Source: an optimization exercise on an open RTL-to-GDS flow (aim: small area, a short achievable clock period and few clock cycles). Production flows keep margins and buffers that such runs may drop. In this exercise RTL edits were held to simulation tests only and were not proved equivalent to the original. Power and IR drop assume default switching activity.

--- flow/config.mk ---
export PLATFORM = sky130hd
export DESIGN_NAME = cpu_core
export DESIGN_NICKNAME = cpu_core
export VERILOG_FILES = /design/flow/design.v
export SDC_FILE = /design/flow/constraint.sdc
export NUM_CORES = 4
export LEC_CHECK = 0
export CAP_MARGIN = 20
export CORE_MARGIN = 2
export CORE_UTILIZATION = 40
export PLACE_DENSITY = 0.75
export SLEW_MARGIN = 60
export SYNTH_HIERARCHICAL = 1
export TNS_END_PERCENT = 100
--- flow/constraint.sdc ---
create_clock -name core_clock -period 10.0 [get_ports {clk}]
set_input_delay 2.0000 -clock core_clock [delete_from_list [all_inputs] [get_ports {clk}]]
set_output_delay 2.0000 -clock core_clock [all_outputs]
set_load 0.01 [all_outputs]
--- flow/design.v ---
package arch_types_pkg;
    typedef logic [8-1:0] data_t;
    typedef logic [6-1:0] addr_t;
    typedef logic [16-1:0] instr_t;
    typedef logic [$clog2(4)-1:0] reg_sel_t;
    typedef enum logic [3:0] {
        ALU_ADD       = 4'd0,
        ALU_ADC       = 4'd1,
        ALU_SUB       = 4'd2,    
        ALU_SBC       = 4'd3,
        ALU_INR       = 4'd4,
        ALU_DCR       = 4'd5,
        ALU_AND       = 4'd6,
        ALU_OR        = 4'd7,
        ALU_XOR       = 4'd8,
        ALU_INV       = 4'd9,
        ALU_ROL       = 4'd10,   
        ALU_ROR       = 4'd11,
        ALU_UNDEFINED = 4'd12
    } alu_op_t;
endpackage
package ctrl_types_pkg;
    typedef enum logic [3:0] {
        OP_NOP = 4'd0,
        OP_LDI = 4'd1,   
        OP_ALU = 4'd2,   
        OP_OUT = 4'd3,   
        OP_JMP = 4'd4,
        OP_JZ  = 4'd5,   
        OP_JC  = 4'd6,   
        OP_HLT = 4'd7
    } opcode_t;
    typedef enum logic [2:0] {
        ST_IDLE   = 3'd0,
        ST_FETCH  = 3'd1,
        ST_DECODE = 3'd2,
        ST_EXEC   = 3'd3,
        ST_WRITE  = 3'd4,
        ST_HALT   = 3'd5
    } cpu_state_t;
endpackage
`timescale 1ns/1ns
module alu (
    input  logic [7:0]  a,
    input  logic [7:0]  b,
    input  logic        c_in,
    input  logic [13:0] ctl,
    input  logic        sel_alu,
    input  logic        sel_imm,
    input  logic [7:0]  imm,
    output logic [7:0]  result,
    output logic        c_out,
    output logic        zero
);
    logic y_useb, y_inv, cin_one, cin_c;
    logic r_sum, r_and, r_or, r_xor, r_inv, r_rol, r_ror;
    logic c_sum, c_rol, c_ror;
    assign {y_useb, y_inv, cin_one, cin_c, r_sum, r_and, r_or, r_xor, r_inv,
            r_rol, r_ror, c_sum, c_rol, c_ror} = ctl;
    logic [7:0] y, p, k, lres;
    logic       cin;
    logic [8:0] sum;
    logic       z_sum, z_log;
    assign y   = ({8{y_useb}} & b) ^ {8{y_inv}};
    assign cin = cin_one | (cin_c & c_in);
    assign sum = {1'b0, a} + {1'b0, y} + {8'd0, cin};
    assign p     = a ^ y;
    assign k     = {a[6:0] | y[6:0], cin};
    assign z_sum = (p == k);
    assign lres = ({8{r_and}} & (a & b)) |
                  ({8{r_or}}  & (a | b)) |
                  ({8{r_xor}} & (a ^ b)) |
                  ({8{r_inv}} & ~a) |
                  ({8{r_rol}} & {a[6:0], c_in}) |
                  ({8{r_ror}} & {c_in, a[7:1]});
    assign z_log = (lres == 8'd0);
    assign result = sel_alu ? (r_sum ? sum[7:0] : lres) :
                    sel_imm ? imm : 8'd0;
    assign zero   = r_sum ? z_sum : z_log;
    assign c_out  = (c_sum & sum[8]) | (c_rol & a[7]) | (c_ror & a[0]);
endmodule
module alu_ctl (
    input  logic [3:0]  op,
    output logic [13:0] ctl
);
    logic y_useb, y_inv, cin_one, cin_c;
    logic r_sum, r_and, r_or, r_xor, r_inv, r_rol, r_ror;
    logic c_sum, c_rol, c_ror;
    always_comb begin
        y_useb  = (op <= 4'd3);
        y_inv   = (op == 4'd2) || (op == 4'd3) || (op == 4'd5);
        cin_one = (op == 4'd2) || (op == 4'd4);
        cin_c   = (op == 4'd1) || (op == 4'd3);
        r_sum   = (op <= 4'd5);
        r_and   = (op == 4'd6);
        r_or    = (op == 4'd7);
        r_xor   = (op == 4'd8);
        r_inv   = (op == 4'd9);
        r_rol   = (op == 4'd10);
        r_ror   = (op == 4'd11);
        c_sum   = (op <= 4'd5);
        c_rol   = (op == 4'd10);
        c_ror   = (op == 4'd11);
    end
    assign ctl = {y_useb, y_inv, cin_one, cin_c, r_sum, r_and, r_or, r_xor, r_inv,
                  r_rol, r_ror, c_sum, c_rol, c_ror};
endmodule
`timescale 1ns/1ns
module reg_file (
    input  logic       clk,
    input  logic       reset,
    input  logic [3:0] rd_oh_a,
    input  logic [3:0] rd_oh_b,
    input  logic [3:0] rd_oh_c,
    input  logic [1:0] wr_sel,
    input  logic       wr_en,
    input  logic [7:0] wr_data,
    input  logic [3:0] wr2_oh,      
    input  logic [7:0] wr2_data,
    output logic [7:0] rd_data_a,
    output logic [7:0] rd_data_b,
    output logic [7:0] rd_data_c
);
    logic [7:0] regs [4];
    always_ff @(posedge clk) begin
        for (int i = 0; i < 4; i++) begin
            if (wr2_oh[i] && !reset)                      regs[i] <= wr2_data;
            else if (reset || (wr_en && wr_sel == 2'(i))) regs[i] <= wr_data;
        end
    end
    always_comb begin
        rd_data_a = '0;
        rd_data_b = '0;
        rd_data_c = '0;
        for (int i = 0; i < 4; i++) begin
            rd_data_c = rd_data_c | ({8{rd_oh_c[i]}} & regs[i]);
            rd_data_a = rd_data_a | ({8{rd_oh_a[i]}} & regs[i]);
            rd_data_b = rd_data_b | ({8{rd_oh_b[i]}} & regs[i]);
        end
    end
endmodule
`timescale 1ns/1ns
module prog_mem (
    input  logic        clk,
    input  logic        load_en,
    input  logic [5:0]  load_addr,
    input  logic [15:0] load_data,
    input  logic [5:0]  rd_t,
    input  logic [5:0]  rd_x,
    input  logic [5:0]  rd_s,
    input  logic        rd_ct_jmp,  
    input  logic        rd_ct_z,    
    input  logic        rd_ct_c,
    input  logic        rd_z,
    input  logic        rd_c,
    input  logic        rd_fold,
    output logic [15:0] rd_word,
    output logic [3:0]  nx_op,
    output logic [1:0]  nx_d,
    output logic [7:0]  nx_imm
);
    logic [63:0][15:0] words;
    logic [63:0][15:0] rd_words;
    logic [63:0]       row, row_nx, row_t, row_n;
    logic              pend_q;
    logic [5:0]        pend_addr_q;
    logic [15:0]       pend_data_q;
    logic              byp0_q, byp1_q;
    always_ff @(posedge clk) begin
        pend_q      <= load_en;
        pend_addr_q <= load_addr;
        pend_data_q <= load_data;
        byp0_q      <= load_en && (load_addr == 6'd0);
        byp1_q      <= load_en && (load_addr == 6'd1);
    end
    always_ff @(posedge clk) begin
        for (int i = 0; i < 64; i++) begin
            if (pend_q && pend_addr_q == 6'(i)) words[i] <= pend_data_q;
        end
    end
    always_comb begin
        rd_words    = words;
        rd_words[0] = byp0_q ? pend_data_q : words[0];
        rd_words[1] = byp1_q ? pend_data_q : words[1];
    end
    prog_mem_dec u_dec (
        .t    (rd_t),
        .x    (rd_x),
        .s    (rd_s),
        .fold (rd_fold),
        .row_t (row_t),
        .row_n (row_n)
    );
    assign row_nx = {row[62:0], row[63]};
    prog_mem_rsel u_rsel (
        .ct_jmp (rd_ct_jmp),
        .ct_z   (rd_ct_z),
        .ct_c   (rd_ct_c),
        .z      (rd_z),
        .c      (rd_c),
        .row_t (row_t),
        .row_n (row_n),
        .row   (row)
    );
    prog_mem_read u_read (
        .row       (row),
        .row_nx    (row_nx),
        .words     (rd_words),
        .rd_word   (rd_word),
        .nx_op     (nx_op),
        .nx_d      (nx_d),
        .nx_imm    (nx_imm)
    );
endmodule
module prog_mem_dec (
    input  logic [5:0]  t,
    input  logic [5:0]  x,
    input  logic [5:0]  s,
    input  logic        fold,
    output logic [63:0] row_t,
    output logic [63:0] row_n
);
    logic [7:0] x_lo, x_hi, s_lo, s_hi;
    always_comb begin
        for (int i = 0; i < 8; i++) begin
            x_lo[i] = (x[2:0] == 3'(i));
            s_lo[i] = (s[2:0] == 3'(i));
            x_hi[i] = fold & (x[5:3] == 3'(i));
            s_hi[i] = !fold & (s[5:3] == 3'(i));
        end
        for (int i = 0; i < 64; i++) begin
            row_t[i] = (t == 6'(i));
            row_n[i] = (x_hi[i / 8] & x_lo[i % 8]) | (s_hi[i / 8] & s_lo[i % 8]);
        end
    end
endmodule
module prog_mem_rsel (
    input  logic        ct_jmp,
    input  logic        ct_z,
    input  logic        ct_c,
    input  logic        z,
    input  logic        c,
    input  logic [63:0] row_t,
    input  logic [63:0] row_n,
    output logic [63:0] row
);
    for (genvar g = 0; g < 8; g++) begin : g_grp
        prog_mem_rsel8 u_grp (
            .ct_jmp (ct_jmp),
            .ct_z   (ct_z),
            .ct_c   (ct_c),
            .z      (z),
            .c      (c),
            .row_t  (row_t[8*g +: 8]),
            .row_n  (row_n[8*g +: 8]),
            .row    (row[8*g +: 8])
        );
    end
endmodule
module prog_mem_rsel8 (
    input  logic       ct_jmp,
    input  logic       ct_z,
    input  logic       ct_c,
    input  logic       z,
    input  logic       c,
    input  logic [7:0] row_t,
    input  logic [7:0] row_n,
    output logic [7:0] row
);
    logic tk;
    assign tk  = ct_jmp | (ct_z & z) | (ct_c & c);
    assign row = tk ? row_t : row_n;
endmodule
module prog_mem_read (
    input  logic [63:0]       row,
    input  logic [63:0]       row_nx,
    input  logic [63:0][15:0] words,
    output logic [15:0]       rd_word,
    output logic [3:0]        nx_op,
    output logic [1:0]        nx_d,
    output logic [7:0]        nx_imm
);
    logic [7:0][29:0] part;
    for (genvar g = 0; g < 8; g++) begin : g_grp
        prog_mem_read8 u_grp (
            .row    (row[8*g +: 8]),
            .row_nx (row_nx[8*g +: 8]),
            .words  (words[8*g +: 8]),
            .part   (part[g])
        );
    end
    always_comb begin
        logic [29:0] acc;
        acc = '0;
        for (int g = 0; g < 8; g++) acc = acc | part[g];
        rd_word   = acc[15:0];
        nx_op     = acc[19:16];
        nx_imm    = acc[29:22];
        nx_d      = acc[21:20];
    end
endmodule
module prog_mem_read8 (
    input  logic [7:0]       row,
    input  logic [7:0]       row_nx,
    input  logic [7:0][15:0] words,
    output logic [29:0]      part
);
    always_comb begin
        part = '0;
        for (int i = 0; i < 8; i++) begin
            part[15:0]  = part[15:0]  | ({16{row[i]}} & words[i]);
            part[19:16] = part[19:16] | ({4{row_nx[i]}} & words[i][15:12]);
            part[21:20] = part[21:20] | ({2{row_nx[i]}} & words[i][11:10]);
            part[29:22] = part[29:22] | ({8{row_nx[i]}} & words[i][7:0]);
        end
    end
endmodule
`timescale 1ns/1ns
module cpu_core (
    input  logic                   clk,
    input  logic                   reset,
    input  logic                   start,
    input  logic                   load_en,
    input  arch_types_pkg::addr_t  load_addr,
    input  arch_types_pkg::instr_t load_data,
    output logic                   out_valid,
    output arch_types_pkg::data_t  out_data,
    output logic                   busy,
    output logic                   halted
);
    logic        running_q;
    logic        z_q, c_q;
    logic [5:0]  t_q, sx_q, s_q;
    logic        fold_q;
    logic        ct_jmp_q, ct_z_q, ct_c_q;
    logic [11:0] x_q;             
    logic        x_ldi_q, x_alu_q, x_out_q, x_hlt_q, x_jmp_q;
    logic [3:0]  x_ra_q, x_rb_q;   
    logic [13:0] x_ctl_q;          
    logic        x_fo_q, x_fo_fwd_q;
    logic [3:0]  x_fo_oh_q;
    logic [3:0]  x_fl_oh_q;
    logic [7:0]  x_fl_imm_q;
    logic        sp_z_q, sp_c_q;
    logic        ks_z_q, ks_c_q, bub_q;
    logic [5:0]  kt_q;
    logic        jc_v_q;
    logic [5:0]  jc_a_q, jc_t_q;
    logic        ld_q;
    logic        taken;
    logic [5:0]  f_addr, f_addr1, f_addr2;
    logic [15:0] w0;
    logic [3:0]  w1_op;
    logic [5:0]  w1_t;
    logic [7:0]  w1_imm;
    logic [1:0]  w1_d;
    assign taken  = ct_jmp_q | (ct_z_q & z_q) | (ct_c_q & c_q);
    assign f_addr = taken ? t_q : fold_q ? sx_q : s_q;
    prog_mem u_prog (
        .clk       (clk),
        .load_en   (load_en && !running_q),
        .load_addr (load_addr),
        .load_data (load_data),
        .rd_t      (t_q),
        .rd_x      (sx_q),
        .rd_s      (s_q),
        .rd_ct_jmp (ct_jmp_q),
        .rd_ct_z   (ct_z_q),
        .rd_ct_c   (ct_c_q),
        .rd_z      (z_q),
        .rd_c      (c_q),
        .rd_fold   (fold_q),
        .rd_word   (w0),
        .nx_op     (w1_op),
        .nx_d      (w1_d),
        .nx_imm    (w1_imm)
    );
    assign f_addr1 = f_addr + 6'd1;
    assign f_addr2 = f_addr + 6'd2;
    logic w0_ldi, w0_alu, w0_out, w0_jmp, w0_jz, w0_jc, w0_hlt, w0_j;
    logic w1_jmp, w1_jz, w1_jc, w1_out, w1_ldi, fold;
    assign w0_ldi = (w0[15:12] == 4'd1);
    assign w0_alu = (w0[15:12] == 4'd2);
    assign w0_out = (w0[15:12] == 4'd3);
    assign w0_jmp = (w0[15:12] == 4'd4);
    assign w0_jz  = (w0[15:12] == 4'd5);
    assign w0_jc  = (w0[15:12] == 4'd6);
    assign w0_hlt = (w0[15:12] == 4'd7);
    assign w0_j   = w0_jmp | w0_jz | w0_jc;
    assign w1_jmp = (w1_op == 4'd4);
    assign w1_jz  = (w1_op == 4'd5);
    assign w1_jc  = (w1_op == 4'd6);
    assign w1_out = (w1_op == 4'd3);
    assign w1_ldi = (w1_op == 4'd1);
    assign w1_t   = w1_imm[5:0];
    logic fold_jmp_ok, fold_jcc_ok, fold_out_ok, fold_ldi_ok;
    assign fold_jmp_ok = !w0_hlt & !w0_jmp;
    assign fold_jcc_ok = !w0_hlt & !w0_j & !w0_alu;
    assign fold_out_ok = !w0_hlt & !w0_j & !w0_out;
    assign fold_ldi_ok = !w0_hlt & !w0_j;
    assign fold = (w1_jmp & fold_jmp_ok) | ((w1_jz | w1_jc) & fold_jcc_ok) |
                  (w1_out & fold_out_ok) | (w1_ldi & fold_ldi_ok) |
                  ((w1_jz | w1_jc) & w0_alu);
    logic [13:0] w0_ctl;
    alu_ctl u_alu_ctl (
        .op  (w0[3:0]),
        .ctl (w0_ctl)
    );
    always_ff @(posedge clk) begin
        x_q      <= w0[11:0];
        x_ctl_q  <= w0_ctl;
        x_fo_q     <= w1_out & fold_out_ok;
        x_fl_imm_q <= w1_imm;
        x_fo_fwd_q <= (w0_ldi | w0_alu) & (w0[11:10] == w1_d);
        for (int i = 0; i < 4; i++) begin
            x_fo_oh_q[i] <= (w1_d == 2'(i));
            x_fl_oh_q[i] <= w1_ldi & fold_ldi_ok & (w1_d == 2'(i));
            x_ra_q[i] <= (w0[11:10] == 2'(i));
            x_rb_q[i] <= (w0[9:8] == 2'(i));
        end
        x_ldi_q  <= w0_ldi;
        x_alu_q  <= w0_alu;
        x_out_q  <= w0_out;
        x_hlt_q  <= w0_hlt;
        x_jmp_q  <= w0_jmp;
        sp_z_q   <= w1_jz & w0_alu;
        sp_c_q   <= w1_jc & w0_alu;
    end
    logic kill, ex_en;
    assign kill  = (ks_z_q & z_q) | (ks_c_q & c_q);
    assign ex_en = running_q & !bub_q & !kill;
    logic idle_next;
    assign idle_next = reset || (running_q ? (x_hlt_q & ex_en) : !start);
    always_ff @(posedge clk) begin
        ks_z_q <= !reset & ex_en & sp_z_q;
        ks_c_q <= !reset & ex_en & sp_c_q;
        kt_q   <= t_q;
        bub_q  <= !idle_next & kill;
    end
    always_ff @(posedge clk) begin
        ct_jmp_q <= idle_next | kill | w0_jmp | (w1_jmp & fold_jmp_ok & !w0_j);
        ct_z_q   <= w0_jz | (w1_jz & fold_jcc_ok);
        ct_c_q   <= w0_jc | (w1_jc & fold_jcc_ok);
        t_q      <= idle_next ? 6'd0 : kill ? kt_q : w0_j ? w0[5:0] : w1_t;
    end
    logic jc_hit;
    assign jc_hit = jc_v_q & (f_addr2 == jc_a_q);
    always_ff @(posedge clk) begin
        sx_q   <= w0_j ? w1_t : jc_hit ? jc_t_q : f_addr2;
        s_q    <= f_addr1;
        fold_q <= fold;
    end
    always_ff @(posedge clk) begin
        ld_q <= load_en && !running_q;
        if (reset || ld_q || (load_en && !running_q)) begin
            jc_v_q <= 1'b0;
        end else if (x_jmp_q) begin
            jc_v_q <= 1'b1;
            jc_a_q <= s_q - 6'd1;
            jc_t_q <= x_q[5:0];
        end
    end
    logic [7:0] rd_a, rd_b, rd_o, alu_res, wr_data;
    logic       alu_c, alu_z, reg_we;
    assign reg_we  = ex_en && (x_ldi_q || x_alu_q);
    assign wr_data = alu_res;
    reg_file u_regs (
        .clk       (clk),
        .reset     (reset),
        .rd_oh_a   (x_ra_q),
        .rd_oh_b   (x_rb_q),
        .rd_oh_c   (x_fo_oh_q),
        .wr_sel    (x_q[11:10]),
        .wr_en     (reg_we),
        .wr_data   (wr_data),
        .wr2_oh    (ex_en ? x_fl_oh_q : 4'd0),
        .wr2_data  (x_fl_imm_q),
        .rd_data_a (rd_a),
        .rd_data_b (rd_b),
        .rd_data_c (rd_o)
    );
    alu u_alu (
        .a      (rd_a),
        .b      (rd_b),
        .c_in   (c_q),
        .ctl     (x_ctl_q),
        .sel_alu (x_alu_q && !reset),
        .sel_imm (x_ldi_q && !reset),
        .imm     (x_q[7:0]),
        .result (alu_res),
        .c_out  (alu_c),
        .zero   (alu_z)
    );
    always_ff @(posedge clk) begin
        if (reset) begin
            z_q <= 1'b1;
            c_q <= 1'b0;
        end else if (ex_en && x_alu_q) begin
            z_q <= alu_z;
            c_q <= alu_c;
        end
    end
    logic run_d, halted_d;
    assign run_d    = !reset && (running_q ? !(x_hlt_q & ex_en) : start);
    assign halted_d = !reset && (running_q ? (x_hlt_q & ex_en) : (halted && !start));
    always_ff @(posedge clk) begin
        running_q <= run_d;
    end
    out_regs u_out (
        .clk         (clk),
        .busy_d      (run_d),
        .halted_d    (halted_d),
        .out_valid_d (!reset && ex_en && (x_out_q || x_fo_q)),
        .out_data_d  (x_fo_q ? (x_fo_fwd_q ? wr_data : rd_o) : rd_a),
        .busy        (busy),
        .halted      (halted),
        .out_valid   (out_valid),
        .out_data    (out_data)
    );
endmodule
module out_regs (
    input  logic       clk,
    input  logic       busy_d,
    input  logic       halted_d,
    input  logic       out_valid_d,
    input  logic [7:0] out_data_d,
    output logic       busy,
    output logic       halted,
    output logic       out_valid,
    output logic [7:0] out_data
);
    always_ff @(posedge clk) begin
        busy      <= busy_d;
        halted    <= halted_d;
        out_valid <= out_valid_d;
        out_data  <= out_data_d;
    end
endmodule
--- flow/flow/run.sh ---
#!/bin/bash
# Layout flow: the standard ORFS layout (standard.sh, standard synthesis
# unchanged) with these changes in how the layout is made:
#  - clock tree sinks are clustered into larger groups and no dummy loads
#    are inserted, for a smaller clock tree;
set -euo pipefail
cd "$(dirname "$0")/.."
bash standard.sh \
    SETUP_SLACK_MARGIN=6.3 \
    "BUFFER_PORTS_ARGS=-buffer_cell sky130_fd_sc_hd__buf_4" \
    "CTS_ARGS=-sink_clustering_enable -repair_clock_nets -sink_clustering_size 20 -sink_clustering_max_diameter 80 -dont_use_dummy_load" \
    finish > flow_make.log 2>&1
--- flow/standard.sh ---
#!/bin/bash
# synth_recipe.tcl (not shown) runs the flow's synth.tcl, then flattens the netlist and writes it again
# the make line also repeats each setting of config.mk as NAME=value (left out here)
make -C /OpenROAD-flow-scripts/flow DESIGN_CONFIG=/design/flow/config.mk WORK_HOME=/design/flow/orfs CLKGATE_MAP_FILE= SYNTH_SCRIPT=/design/flow/synth_recipe.tcl "${@:-finish}"
==> flow_metrics.tcl, run 1 <==
set metrics [dict create \
    grt_start_max_net_pins 67 \
    drtAntennaViolNets 0 \
    cts.sinks 1197 \
    worstSetupPathType "reg2reg" \
    wl_met2_mm 76.6 \
    coreArea_um2 131000 \
    top_layer "met5" \
    whs_path_depth 0 \
    die_y_um 368 \
    drt-met1-wl_mm 61.5 \
    vias_per_cell 7.02 \
    dp_slack_ns 5.61 \
    synth_seq_cells 1197 \
    clock.fmax_mhz 251 \
    ys_seq_area_share_pct 65.4 \
    critPathMaxStageDelay_ns 0.59 \
    clk_path_buf_depth 3 \
    vias 39400 \
    worst-path-max-fanout 30 \
    start_util_pct 40.3 \
    ys_types 81 \
    dr.pass1.iters 7 \
    grt-ovfl-total 0 \
    syn_inst 3731 \
    hold_buffers 0 \
    critPathSlowestCell "dfxtp_1" \
    dr_wl_met3_mm 29.2 \
    nets 3912 \
    dieWidth_um 368 \
    io_buffers 36 \
    worstPathArrival_ns 4.52 \
    setup_viol 0 \
    drive_gt1_share_pct 20.8 \
    p_total_mw 13.2 \
    crit_path_end_kind "register" \
    path_cells "or3b_4, o22ai_1, mux2_4, a22oi_1, nand4_1, nor4_4, nand2_2, buf_6, nor3_4, a21oi_1, or3_1" \
    synth_edf_count 1068 \
    grt_setup_unrepaired "true" \
    fin_crit_sh_pct 39.8 \
    drc_errors 0 \
    area_growth_pct 12.6 \
    worstHoldPathType "reg2reg" \
    holdWs_ns 0.415 \
    grt_pass1_vias 35700 \
    start_kind "register" \
    syn_area_um2 53000 \
    worst_pin_slew_ns 0.904 \
    synthFlopType "edfxtp_1" \
    yosysWarningCount 15 \
    min_period_ns 3.98 \
    grt_pass1_wl_mm 253 \
    antenna_found_initial 8 \
    place_hpwl_mm 107 \
    wl_per_cell_um 32.3 \
    cts_tree "done" \
    startpoint "sx_q[2]$_DFF_P_" \
    maxSlewViolCount 0 \
    synthesis.nets 3792 \
    status "timing/DRC/antenna clean" \
    numCtsBuffers 73 \
    irDropWorstVdd_mv 0.180 \
    finClkSkew_ns 0.0723 \
    drt_iter0_drc 7252 \
    drv_cap 0 \
    reg2regPathDepth 11 \
    crit_required_ns 10.54 \
    place_congestion 0.992 \
    dieArea_um2 135000 \
    synthArstFlopShare_pct 0 \
    fin_ws_ns 6.02 \
    p_leak_nw 18.6 \
    htree_levels 3 \
    max_slew_margin_pct 39.7 \
    p_per_area_nw_per_um2 222 \
    track_usage_pct 25.3 \
    clkTransAtPathRegs_ns 0.09 \
    rows 133 \
    clk-insertion-delay-late_ns 0.69 \
    ios 37 \
    hold_viol 0 \
    fill_cells 11300 \
    cts_root_buffer "clkbuf_16" \
    setup_tns_ns 0 \
    syn_avg_cell_area_um2 14.2 \
    timing.rr.start "sx_q[2]$_DFF_P_" \
    min_from "x_q[0]$_DFF_P_" \
    drt-total-wl_mm 182 \
]
==> cells in the mapped netlist, drive strengths merged (14+ instances only) <==
library cell / count / share of area (%)
a21oi: 30 / 0.28
edfxtp: 1068 / 61
xnor2: 16 / 0.26
mux2i: 16 / 0.31
ha: 33 / 0.78
o21ai: 18 / 0.19
nor2: 175 / 1.2
nor2b: 26 / 0.31
buf: 238 / 3.6
nor4: 64 / 0.78
dfxtp: 129 / 4.9
mux2: 134 / 3.1
and2: 14 / 0.17
nand3: 16 / 0.15
a22oi: 1019 / 14
nand2: 117 / 0.83
clkbuf: 62 / 0.44
inv: 36 / 0.26
nand4bb: 17 / 0.36
nand4: 246 / 2.9
xor2: 20 / 0.33
o22ai: 65 / 0.86
==> layout by cell type (no fill, tap or decap), types with 36 or more instances in the layout <==
| cell type | instances |
|---|---|
| a22oi_1 | 1016 |
| mux2_4 | 100 |
| nand2_1 | 99 |
| dfxtp_2 | 37 |
| clkbuf_16 | 74 |
| buf_6 | 41 |
| inv_1 | 36 |
| mux2_2 | 76 |
| edfxtp_1 | 1068 |
| nor2_1 | 148 |
| dfxtp_1 | 83 |
| nand4_1 | 246 |
| buf_4 | 215 |
==> per-stage QoR <==
| stage | cell area [um2] | util, % | instances |
|---|---|---|---|
| after detailed placement | 55000 | 41.8 | 5345 |
| after CTS | 58500 | 44.5 | 5525 |
| after floorplan | 53000 | - | 3731 |
| after global routing | 59600 | 45.3 | 5604 |
| after global placement | 54000 | 41.1 | 5304 |
| final | 59600 | 45.4 | 5615 |
==> per-module statistics from Yosys (local to each module, per instance), a selection <==
module	times used	area (um2)	cells inside	flops+latches
alu_ctl	1	244	33	0
out_regs	1	220	11	11
prog_mem	1	32100	1182	1049
prog_mem_dec	1	1320	220	0
prog_mem_read	1	488	90	0
prog_mem_rsel8	8	116	9	0
==> metal layers <==
layer	GRT usage, %	up-vias
met5	0	-
met4	14.1	16
met3	8.09	792
met2	37.2	3690
met1	32.9	19200
li1	-	15700
==> report_power, final <==
part	leakage, nW	internal (mW)	switching (mW)
Clock	0.900	1.30	1.57
Combinational	6.99	1.59	2.78
Sequential	10.7	5.67	0.325
Total	18.6	8.56	4.68
==> worst max-delay path, delay by kind of cell, from the launching register on <==
kind,cells,cell delay [ns]
AOI/OAI and AO/OA,3,0.53
buffers and inverters,1,0.18
DFF,1,0.59
muxes,1,0.42
and+or+nand+nor,6,2.11
==> final cells by class <==
type                            count  area, um2  share of cell area, %
Sequential cell                  1197      34700                   58.3
Multi-Input combinational cell   2246      18100                   30.3
Timing Repair Buffer              297       2630                   4.41
Tap cell                         1755       2200                   3.68
Clock buffer                       73       1830                   3.06
Inverter                           36        135                  0.227
Antenna cell                       11       27.5                 0.0462
==> final timing paths <==
check	to	slack, ns
min	jc_t_q[0]$_DFFE_PP_	0.42
max	fold_q$_DFF_P_	6.02
max reg2reg	fold_q$_DFF_P_	6.02
min reg2reg	jc_t_q[0]$_DFFE_PP_	0.42
==> registers in the layout, indices dropped and copies added, names as in the netlist, 6 cells and up <==
register	cells
kt_q	6
u_prog.pend_addr_q	6
x_fl_imm_q	8
u_regs.regs	32
jc_a_q	6
x_ctl_q	14
u_prog.pend_data_q	16
x_q	10
u_prog.words	1024
s_q	6
u_out.out_data	8
jc_t_q	6
t_q	6
sx_q	6
==> repair_timing <==
action / in CTS / in global routing
setup endpoints to repair: 45 / 43
cloned: 40 / 9
endpoints found under the hold margin: 0 / 0
buffers inserted: 67 / 64
pin swaps: 23 / 44
resized for setup: 119 / 92
==> kinds of logic after synthesis <==
kind of cell    count (synthesis)  synth area share, %
simple gates                  781                 8.35
xor+xnor                       36                0.595
fa+ha+maj                      35                0.855
compound gates               1196                 17.1
flops                        1197                 65.4
buf+inv                       336                 4.26
mux                           150                 3.39
Testbench counts, summed over its fixed seeds: cycles 9,777.
==> run 2, diff against run 1 <==
--- a/flow/config.mk
+++ b/flow/config.mk
@@ -11,3 +11,3 @@
 export PLACE_DENSITY = 0.75
-export SLEW_MARGIN = 60
+export SLEW_MARGIN = 20
 export SYNTH_HIERARCHICAL = 1
==> run 2 against run 1 <==
Total power grew 1.1%; global-route usage shrank 0.85 points; still clean on timing, DRC and antenna; worst hold slack gained 0.019 ns.
==> flow_metrics.tcl, run 2 <==
set metrics [dict create \
    synth.top_cell.area_share_pct 60.6 \
    drtAntennaViolNets 0 \
    synth_seq_cells 1197 \
    dr.pass1.iters 13 \
    drive_gt1_share_pct 22.1 \
    synth_commonest_cells "edfxtp_1 (1068), a22oi_1 (1019), nand4_1 (246)" \
    cts_tree "done" \
    finClkSkew_ns 0.0874 \
    io_buffers 36 \
    fin_crit_sh_pct 40.1 \
    crit_path_end_kind "register" \
    worst_pin_slew_ns 1.20 \
    synth_edf_count 1068 \
    fill_cells 11100 \
    vias 40300 \
    yosysWarningCount 15 \
    grt-ovfl-total 0 \
    grt_setup_unrepaired "true" \
    drv_cap 0 \
    rows 133 \
    syn_inst 3731 \
    regArea_um2 34700 \
    crit_required_ns 10.54 \
    final_common_cell "edfxtp_1" \
    start_kind "register" \
    max_slew_margin_pct 19.1 \
    grt_pass1_vias 35100 \
    clk-insertion-delay-late_ns 0.68 \
    ios 37 \
    synthFlopType "edfxtp_1" \
    antenna_found_initial 10 \
    track_usage_pct 24.4 \
    worst-path-max-fanout 15 \
    grt_start_max_net_pins 67 \
    worst-path-buf-inv 3 \
    cpMostUsedCell "nand2_1" \
    setup_tns_ns 0 \
    drt_iter0_drc 7602 \
    reg_top3 "u_prog.words (1024), u_regs.regs (32), u_prog.pend_data_q (16)" \
    syn_area_um2 53000 \
    fin_area_um2 60400 \
    critPathSlowestCell "nor4_1" \
    yosysTopAreaCell "edfxtp_1" \
    dieWidth_um 368 \
    clk_path_buf_depth 3 \
    worstPathArrival_ns 4.55 \
    multi_input_area_um2 18600 \
    clock.fmax_mhz 250 \
    cts_root_buffer "clkbuf_16" \
    largest_register_ffs 1024 \
    path_delay_family "simple AND/OR/NAND/NOR gates" \
    hold_viol 0 \
    synthArstFlopShare_pct 0 \
    irDropWorstVdd_mv 0.178 \
    path_cells "buf_4, a221oi_4, buf_12, buf_12, mux2_4, a22oi_1, nand4_1, nor4_1, nand2_1, nand2b_1, nor2_1, nand2_1, o22ai_1, nand2_1, o21ai_0" \
    drt-total-wl_mm 189 \
    place_hpwl_mm 105 \
    start_util_pct 40.3 \
    p_per_area_nw_per_um2 222 \
    area_growth_pct 14.0 \
    final_cell_mix "edfxtp_1 (1068), a22oi_1 (996), buf_4 (268)" \
    vias_per_cell 7.14 \
    dieArea_um2 135000 \
    ys_types 81 \
    die_y_um 368 \
    numCtsBuffers 72 \
    synthTopCellsByArea "edfxtp_1 (61%), a22oi_1 (14%), dfxtp_1 (4.9%)" \
    ys_seq_area_share_pct 65.4 \
    setup_viol 0 \
    regMostFlops "u_prog.words" \
    synth_most_common_cell "edfxtp_1" \
    worstSetupPathType "reg2reg" \
    hold_buffers 0 \
    p_leak_nw 18.9 \
    coreArea_um2 131000 \
    maxSlewViolCount 0 \
    worstHoldPathType "reg2reg" \
    synthesis.nets 3792 \
    critPathMaxStageDelay_ns 0.61 \
    drc_errors 0 \
    clkTransAtPathRegs_ns 0.09 \
    status "timing/DRC/antenna clean" \
    wl_per_cell_um 33.5 \
    place_congestion 0.992 \
    nets 3951 \
    cts.sinks 1197 \
    dpl-instance-area_um2 54000 \
    grt_pass1_wl_mm 246 \
    htree_levels 3 \
    min_period_ns 4.01 \
    syn_avg_cell_area_um2 14.2 \
]
==> run 2: Yosys stat by module (local to each module, per instance), excerpt <==
module,flops+latches,cells inside,times used,area [um2]
out_regs,11,11,1,220
alu_ctl,0,33,1,244
alu,0,195,1,1390
cpu_core,105,374,1,3920
prog_mem_read,0,90,1,488
prog_mem,1049,1182,1,32100
prog_mem_rsel8,0,9,8,116
prog_mem_read8,0,174,8,1280
==> run 2: worst paths after layout <==
kind	start	to	slack, ns	cells past startpoint
setup / recovery	z_q$_SDFFE_PP1P_	ct_z_q$_DFF_P_	5.99	15
hold / removal	sp_c_q$_DFF_P_	ks_c_q$_DFF_P_	0.43	1
setup reg to reg	z_q$_SDFFE_PP1P_	ct_z_q$_DFF_P_	5.99	15
hold reg to reg	sp_c_q$_DFF_P_	ks_c_q$_DFF_P_	0.43	1
==> run 2: power by group <==
group	internal [mW]	switching, mW	total (mW)
registers	5.67	0.327	6.00
logic	1.66	2.88	4.54
clock network	1.28	1.56	2.85
==> run 2: timing repair <==
item                                    4_1_cts  5_1_grt
resized for setup                           179      201
cloned                                       30       43
endpoints found under the setup margin       71       57
setup buffers                                63      130
pin swaps                                    23       54
==> run 2: per-layer routing <==
layer,vias to the layer above,global-route usage [%],wire length [um]
met5,-,0.463,381
li1,15800,-,-
met3,940,7.46,30900
met4,24,13.3,16400
met1,19700,32.1,63600
met2,3936,35.9,77900
==> run 2: layout make-up <==
cell class,instances,share of cell area (%)
Sequential cell,1197,57.5
Inverter,36,0.224
Timing Repair Buffer,316,4.78
Clock buffer,72,2.99
Tap cell,1755,3.64
Multi-Input combinational cell,2267,30.8
Antenna cell,7,0.0290
==> run 2: metrics by stage <==
| step | worst slack, ns | utilization (%) | hold slack, ns | power (mW) | instances |
|---|---|---|---|---|---|
| 2_1_floorplan | 6.43 | - | 0.396 | 8.11 | 3731 |
| 3_3_place_gp | 5.03 | 41.1 | 0.414 | 9.16 | 5304 |
| 3_5_place_dp | 4.99 | 41.1 | 0.418 | 9.20 | 5305 |
| 4_1_cts | 6.30 | 43.9 | 0.438 | 12.4 | 5470 |
| 5_1_grt | 6.04 | 45.9 | 0.464 | 13.6 | 5644 |
| 6_report | 5.99 | 45.9 | 0.434 | 13.4 | 5650 |
==> run 2: kinds of logic after synthesis <==
kind of cell	after synthesis	synth area share, %
adder cells (fa/ha/maj)	35	0.855
multiplexers	150	3.39
buffers and inverters	336	4.26
flip-flops	1197	65.4
AND/OR/NAND/NOR	781	8.35
XOR/XNOR	36	0.595
AO/OA/AOI/OAI	1196	17.1
==> run 2: worst register-to-register path, cell delays in order, from the launching register on <==
cell	delay (ns)
dfxtp_4	0.39
buf_4	0.15
a221oi_4	0.29
buf_12	0.19
buf_12	0.15
mux2_4	0.46
a22oi_1	0.26
nand4_1	0.20
nor4_1	0.61
nand2_1	0.22
nand2b_1	0.25
nor2_1	0.11
nand2_1	0.15
o22ai_1	0.24
nand2_1	0.12
o21ai_0	0.13
==> run 3, diff against run 2 <==
--- a/flow/design.v
+++ b/flow/design.v
@@ -162,25 +162,8 @@
     logic [63:0][15:0] words;
-    logic [63:0][15:0] rd_words;
     logic [63:0]       row, row_nx, row_t, row_n;
-    logic              pend_q;
-    logic [5:0]        pend_addr_q;
-    logic [15:0]       pend_data_q;
-    logic              byp0_q, byp1_q;
-    always_ff @(posedge clk) begin
-        pend_q      <= load_en;
-        pend_addr_q <= load_addr;
-        pend_data_q <= load_data;
-        byp0_q      <= load_en && (load_addr == 6'd0);
-        byp1_q      <= load_en && (load_addr == 6'd1);
-    end
     always_ff @(posedge clk) begin
         for (int i = 0; i < 64; i++) begin
-            if (pend_q && pend_addr_q == 6'(i)) words[i] <= pend_data_q;
+            if (load_en && load_addr == 6'(i)) words[i] <= load_data;
         end
     end
-    always_comb begin
-        rd_words    = words;
-        rd_words[0] = byp0_q ? pend_data_q : words[0];
-        rd_words[1] = byp1_q ? pend_data_q : words[1];
-    end
     prog_mem_dec u_dec (
@@ -193,3 +176,12 @@
     );
-    assign row_nx = {row[62:0], row[63]};
+    prog_mem_rsel u_rsel_nx (
+        .ct_jmp (rd_ct_jmp),
+        .ct_z   (rd_ct_z),
+        .ct_c   (rd_ct_c),
+        .z      (rd_z),
+        .c      (rd_c),
+        .row_t  ({row_t[62:0], row_t[63]}),
+        .row_n  ({row_n[62:0], row_n[63]}),
+        .row    (row_nx)
+    );
     prog_mem_rsel u_rsel (
@@ -207,3 +199,3 @@
         .row_nx    (row_nx),
-        .words     (rd_words),
+        .words     (words),
         .rd_word   (rd_word),
==> run 3 against run 2 <==
Still clean on timing, DRC and antenna; routed wire length is 5.3% lower; setup slack worse by 0.018 ns; worst hold slack better by 0.0047 ns; total power is 1.8% lower; clock skew is 0.014 ns lower; core utilization is 1.6 points lower; flip-flop and latch count is 25 lower; die area hardly changed; final area is 3.5% lower; maximum frequency is 0.44% lower; via count is 5.8% lower; critical endpoint is now ct_jmp_q$_DFF_P_; largest power group unchanged.
==> flow_metrics.tcl, run 3 <==
set metrics [dict create \
    status "timing/DRC/antenna clean" \
    grt-ovfl-total 0 \
    synthesis.nets 3807 \
    synthTopCellsByArea "edfxtp_1 (61%), a22oi_1 (14%), dfxtp_1 (3.9%)" \
    reg_top3 "u_prog.words (1024), u_regs.regs (32), x_ctl_q (14)" \
    critPathSlowestCell "or4b_2" \
    min_period_ns 4.02 \
    fin_ws_ns 5.98 \
    final_common_cell "edfxtp_1" \
    drive_gt1_share_pct 17.9 \
    nets 3803 \
    worstHoldPathType "reg2reg" \
    syn_inst 3746 \
    ys_seq_area_share_pct 64.4 \
    worstPathArrival_ns 4.55 \
    dpl-instance-area_um2 53800 \
    clock.fmax_mhz 249 \
    max_slew_margin_pct 20.3 \
    synth_edf_count 1068 \
    drt-total-wl_mm 179 \
    ios 37 \
    crit_path_end_kind "register" \
    cts_root_buffer "clkbuf_16" \
    numCtsBuffers 71 \
    cts_tree "done" \
    worstSetupPathType "reg2reg" \
    irDropWorstVdd_mv 0.166 \
    worst_pin_slew_ns 1.19 \
    crit_required_ns 10.53 \
    syn_area_um2 53000 \
    fin_area_um2 58300 \
    grt_pass1_wl_mm 251 \
    vias 38000 \
    die_y_um 368 \
    largest_register_ffs 1024 \
    fin_crit_sh_pct 40.2 \
    drtAntennaViolNets 0 \
    setup_viol 0 \
    antenna_found_initial 1 \
    setup_tns_ns 0 \
    htree_levels 3 \
    synthArstFlopShare_pct 0 \
    place_congestion 1.00 \
    cts.sinks 1172 \
    final_cell_mix "edfxtp_1 (1068), a22oi_1 (1011), nand4_1 (246)" \
    area_growth_pct 9.93 \
    finClkSkew_ns 0.0737 \
    synth_commonest_cells "edfxtp_1 (1068), a22oi_1 (1023), nand4_1 (246)" \
    holdWs_ns 0.438 \
    place_hpwl_mm 115 \
    fill_cells 11500 \
    p_leak_nw 18.0 \
    rows 133 \
    start_util_pct 40.3 \
    p_total_mw 13.1 \
    io_buffers 36 \
    cpMostUsedCell "nor2_1" \
    coreArea_um2 131000 \
    syn_avg_cell_area_um2 14.1 \
    path_cells "buf_6, a221oi_4, buf_12, mux2_4, buf_4, a22oi_1, nand4_1, nor4_4, nand2_2, nor2_1, nor2_1, or4b_2" \
    worst-path-max-fanout 13 \
    vias_per_cell 6.91 \
    track_usage_pct 25.1 \
    placed_cells 5280 \
    grt_pass1_vias 35100 \
    start_kind "register" \
    yosysWarningCount 15 \
    maxSlewViolCount 0 \
    clkTransAtPathRegs_ns 0.09 \
    wl_per_cell_um 32.6 \
    synth_seq_cells 1172 \
    grt_setup_unrepaired "true" \
    synth.top_cell.area_share_pct 60.5 \
    hold_viol 0 \
    synth_most_common_cell "edfxtp_1" \
    yosysTopAreaCell "edfxtp_1" \
    dp_slack_ns 5.05 \
    dieWidth_um 368 \
    drc_errors 0 \
    final_util_pct 44.3 \
    regMostFlops "u_prog.words" \
    synthFlopType "edfxtp_1" \
    ys_types 81 \
    final_cells 5498 \
    p_per_area_nw_per_um2 226 \
    critPathMaxStageDelay_ns 0.61 \
    dieArea_um2 135000 \
    drt_iter0_drc 6872 \
    clk-insertion-delay-late_ns 0.68 \
    clk_path_buf_depth 3 \
    drv_cap 0 \
    dr.pass1.iters 9 \
    hold_buffers 0 \
    grt_start_max_net_pins 65 \
]
[run 3: changes by cell type after synthesis, moves of 7 or more]
cell / delta
nor2b_1: -8
dfxtp_1: -25
xnor2_1: +10
mux2_2: +30
xor2_1: -8
nand2b_1: +7
a221oi_4: +8
nand3_1: +9
[run 3: worst paths after layout]
path	from	to	slack (ns)	cells past startpoint
worst max-delay path	ct_z_q$_DFF_P_	ct_jmp_q$_DFF_P_	5.98	12
worst min-delay path	x_jmp_q$_DFF_P_	jc_v_q$_SDFFE_PP0P_	0.44	1
worst max register to register	ct_z_q$_DFF_P_	ct_jmp_q$_DFF_P_	5.98	12
worst min register to register	x_jmp_q$_DFF_P_	jc_v_q$_SDFFE_PP0P_	0.44	1
[run 3: cell families after synthesis]
kind of cell               share of synthesized area [%]
muxes                                               4.02
buffers and inverters                               4.24
DFF                                                 64.4
AOI/OAI and AO/OA                                   17.6
and+or+nand+nor                                     8.24
xor gates and xnor gates                           0.628
adders and majority gates                          0.855
[run 3: worst max-delay path, delay by kind of cell (launching register included)]
kind / cells / cell delay, ns
AOI/OAI and AO/OA: 2 / 0.47
buffers and inverters: 3 / 0.54
DFF: 1 / 0.41
and+or+nand+nor: 6 / 2.03
muxes: 1 / 0.41
[run 3: area by class of cell]
class | instances | area, um2 | share of cell area, %
sequential | 1172 | 34200 | 58.7
multi-input combinational | 2241 | 17900 | 30.7
tap | 1755 | 2200 | 3.77
timing repair buffer | 220 | 2030 | 3.49
clock buffer | 71 | 1780 | 3.05
inverter | 36 | 135 | 0.232
antenna | 3 | 7.51 | 0.0129
[run 3: report_power, final]
| group | total (mW) | switching (mW) | internal, mW |
|---|---|---|---|
| Sequential | 5.92 | 0.345 | 5.57 |
| Combinational | 4.45 | 2.87 | 1.58 |
| Clock | 2.79 | 1.52 | 1.26 |
| Total | 13.1 | 4.74 | 8.41 |
[run 3: modules after synthesis, one instance, submodules excluded, excerpt]
module,area [um2],copies in the design
alu_ctl,244,1
cpu_core,3890,1
out_regs,220,1
prog_mem,31200,1
prog_mem_dec,1320,1
prog_mem_read,488,1
prog_mem_read8,1280,8
prog_mem_rsel8,116,16
reg_file,2060,1
[run 3: metal layers]
layer	up-vias	global-route usage, %	routed length [um]
li1	15400	-	-
met2	3077	37.5	77800
met5	-	0	37
met3	507	7.99	26100
met4	2	9.29	8120
met1	19000	34.3	67000
[run 3: repair_timing]
action / CTS / global route
setup buffers: 68 / 72
pin swaps: 36 / 34
endpoints found under the setup margin: 703 / 280
cloned: 0 / 4
gates resized for setup: 176 / 109
Testbench counts of run 3, summed over its fixed seeds: cycles 9,777.
==> run 4, diff against run 3 <==
--- a/flow/config.mk
+++ b/flow/config.mk
@@ -11,3 +11,3 @@
 export PLACE_DENSITY = 0.75
-export SLEW_MARGIN = 20
+export SLEW_MARGIN = 60
 export SYNTH_HIERARCHICAL = 1
==> run 4 against run 3 <==
Critical endpoint is now ct_z_q$_DFF_P_; largest power group unchanged; clock skew up 0.0093 ns; clock power about the same; largest cell class unchanged; setup slack better by 0.15 ns; highest routed layer unchanged; non-clock buffer count rose by 103; combinational power up 7.9%; die area did not move.
==> flow_metrics.tcl, run 4 <==
set metrics [dict create \
    status "timing/DRC/antenna clean" \
    synth_most_common_cell "edfxtp_1" \
    numCtsBuffers 72 \
    crit_required_ns 10.58 \
    yosysWarningCount 15 \
    dieWidth_um 368 \
    dr.pass1.iters 12 \
    start_kind "register" \
    grt_start_max_net_pins 65 \
    worst_pin_slew_ns 0.653 \
    grt_pass1_vias 35300 \
    synth_commonest_cells "edfxtp_1 (1068), a22oi_1 (1023), nand4_1 (246)" \
    p_clk_share_pct 20.8 \
    synth_edf_count 1068 \
    placed_cells 5320 \
    vias_per_cell 6.93 \
    cpMostUsedCell "buf_12" \
    drt_iter0_drc 6972 \
    final_cell_mix "edfxtp_1 (1068), a22oi_1 (998), nand4_1 (246)" \
    cts.sinks 1172 \
    clkTransAtPathRegs_ns 0.08 \
    final_cells 5604 \
    worstHoldPathType "reg2reg" \
    grt_setup_unrepaired "true" \
    hold_viol 0 \
    power_frac_comb_pct 35.5 \
    cts_root_buffer "clkbuf_16" \
    worstPathArrival_ns 4.45 \
    grt_pass1_wl_mm 252 \
    irDropWorstVdd_mv 0.175 \
    p_switching_mw 4.88 \
    crit_path_end_kind "register" \
    fin_area_um2 60000 \
    io_buffers 36 \
    dieArea_um2 135000 \
    track_usage_pct 25.2 \
    htree_levels 3 \
    drv_cap 0 \
    synthTopCellsByArea "edfxtp_1 (61%), a22oi_1 (14%), dfxtp_1 (3.9%)" \
    ios 37 \
    drtAntennaViolNets 0 \
    drive_gt1_share_pct 21.8 \
    area_growth_pct 13.1 \
    setup_viol 0 \
    path_delay_family "simple AND/OR/NAND/NOR gates" \
    regArea_um2 34200 \
    clk_path_buf_depth 3 \
    ys_seq_area_share_pct 64.4 \
    syn_inst 3746 \
    cts_tree "done" \
    p_per_area_nw_per_um2 226 \
    clk-insertion-delay-late_ns 0.68 \
    final_common_cell "edfxtp_1" \
    place_congestion 1.00 \
    p_leak_nw 18.8 \
    syn_area_um2 53000 \
    start_util_pct 40.3 \
    hold_buffers 0 \
    fin_crit_sh_pct 38.7 \
    dpl-instance-area_um2 54700 \
    seqPwrFrac_pct 43.7 \
    reg_top3 "u_prog.words (1024), u_regs.regs (32), x_ctl_q (14)" \
    grt-ovfl-total 0 \
    multi_input_area_um2 18300 \
    clock.fmax_mhz 258 \
    maxSlewViolCount 0 \
    path_cells "buf_12, a221oi_4, buf_12, buf_12, mux2_4, buf_12, a22oi_2, nand4_1, nor4_4, nand2_1, nand2b_4, or3b_4, o22ai_2, nand2_1, o21ai_2" \
    synthFlopType "edfxtp_1" \
    worst-path-max-fanout 8 \
    worst-path-buf-inv 4 \
    max_slew_margin_pct 56.1 \
    synthesis.nets 3807 \
    ys_types 81 \
    synth_seq_cells 1172 \
    syn_avg_cell_area_um2 14.1 \
    drt-total-wl_mm 182 \
    wl_per_cell_um 32.5 \
    vias 38800 \
    yosysTopAreaCell "edfxtp_1" \
    swShare_pct 36.1 \
    critPathSlowestCell "nor4_4" \
    rows 133 \
    regMostFlops "u_prog.words" \
    synth.top_cell.area_share_pct 60.5 \
    nets 3910 \
    setup_tns_ns 0 \
    critPathMaxStageDelay_ns 0.47 \
    fill_cells 11300 \
    largest_register_ffs 1024 \
    place_hpwl_mm 117 \
    worstSetupPathType "reg2reg" \
    internal_power_mw 8.65 \
    synthArstFlopShare_pct 0 \
    die_y_um 368 \
    coreArea_um2 131000 \
    finClkSkew_ns 0.0830 \
    min_period_ns 3.87 \
    antenna_found_initial 2 \
    drc_errors 0 \
]
[run 4: through the flow]
stage / power (mW) / setup WS, ns / utilization [%] / hold WS, ns
floorplan: 8.16 / 6.12 / - / 0.396
global placement: 9.54 / 5.07 / 40.9 / 0.409
detailed placement: 9.69 / 5.64 / 41.6 / 0.423
CTS: 12.7 / 6.22 / 43.8 / 0.442
global route: 13.8 / 6.14 / 45.6 / 0.456
finish: 13.5 / 6.13 / 45.6 / 0.441
[run 4: per-module statistics from Yosys, one instance, submodules excluded, excerpt]
| module | cells | flops+latches | cell area, um2 | times used |
|---|---|---|---|---|
| alu_ctl | 33 | 0 | 244 | 1 |
| prog_mem_read8 | 174 | 0 | 1280 | 8 |
| reg_file | 162 | 32 | 2060 | 1 |
| cpu_core | 381 | 105 | 3890 | 1 |
| out_regs | 11 | 11 | 220 | 1 |
| prog_mem_rsel8 | 9 | 0 | 116 | 16 |
| prog_mem_dec | 220 | 0 | 1320 | 1 |
| prog_mem_read | 90 | 0 | 488 | 1 |
| alu | 196 | 0 | 1420 | 1 |
| prog_mem | 1117 | 1024 | 31200 | 1 |
[run 4: logic make-up after synthesis]
family,Yosys count,share of synthesized area [%]
mux,180,4.02
xor+xnor,38,0.628
simple gates,778,8.24
fa+ha+maj,35,0.855
compound gates,1208,17.6
buf+inv,335,4.24
flops,1172,64.4
[run 4: path summary, 6_finish.rpt]
| kind | cells after the start | start | to | slack, ns |
|---|---|---|---|---|
| max | 15 | c_q$_SDFFE_PP0P_ | ct_z_q$_DFF_P_ | 6.13 |
| min | 1 | sp_z_q$_DFF_P_ | ks_z_q$_DFF_P_ | 0.44 |
| max reg2reg | 15 | c_q$_SDFFE_PP0P_ | ct_z_q$_DFF_P_ | 6.13 |
| min reg2reg | 1 | sp_z_q$_DFF_P_ | ks_z_q$_DFF_P_ | 0.44 |
[run 4: routing by layer]
metal	vias up	global-route usage, %	part of all wire, %
li1	15700	-	-
met1	19300	34.7	37
met2	3343	37.9	44
met3	525	7.43	15
met4	12	9.00	4.3
met5	-	0	0.20
[run 4: layout make-up]
| type | instances | area share [%] |
|---|---|---|
| flip-flops and latches | 1172 | 57.1 |
| inverters | 36 | 0.225 |
| repair buffers | 323 | 5.44 |
| multi-input cells | 2244 | 30.6 |
| diodes | 2 | 0.00835 |
| well taps | 1755 | 3.66 |
| clock buffers | 72 | 3.00 |
[run 4: power by group through the flow]
stage / sequential, mW / combinational (mW) / clock [mW]
global placement: 5.98 / 3.56 / 0
CTS: 5.89 / 3.99 / 2.82
floorplan: 5.81 / 2.35 / 0
finish: 5.91 / 4.80 / 2.82
global route: 5.93 / 4.93 / 2.97
detailed placement: 6.00 / 3.70 / 0
[run 4: repair_timing]
action / in CTS / in global routing
gates resized for setup: 113 / 171
cloned: 0 / 8
setup endpoints to repair: 49 / 66
pin swaps: 35 / 74
setup buffers: 42 / 150

[separate check: timing with driven ports]
No port has a modelled driver above. Below, the same layouts with a new extraction and two added sets of constraints. Step 1: set_driving_cell puts a clkbuf_16 on clk and a buf_2 on each other input, an assumption about the parent block. Step 2, shift: input delay + t, output delay - t, t = (earliest + latest rising clock arrival at the registers) / 2. This alone moves slack from input paths to output paths. Three values: ideal ports, drivers, drivers and shift; two values: the first two.
run | t, ns | setup WS [ns] | slew at the worst register clock pin (ns)
run 1 | 0.738 | 6.021 / 6.021 / 6.021 | 0.09 / 0.09
run 2 | 0.719 | 5.994 / 5.994 / 5.835 | 0.09 / 0.09
run 3 | 0.713 | 5.977 / 5.977 / 5.337 | 0.09 / 0.09
run 4 | 0.721 | 6.131 / 6.131 / 5.817 | 0.09 / 0.09
After both steps setup and hold are still met in every run listed. For run 3, which loses most, drivers alone change the setup slack by 0.000 ns; drivers and shift together by -0.640 ns.
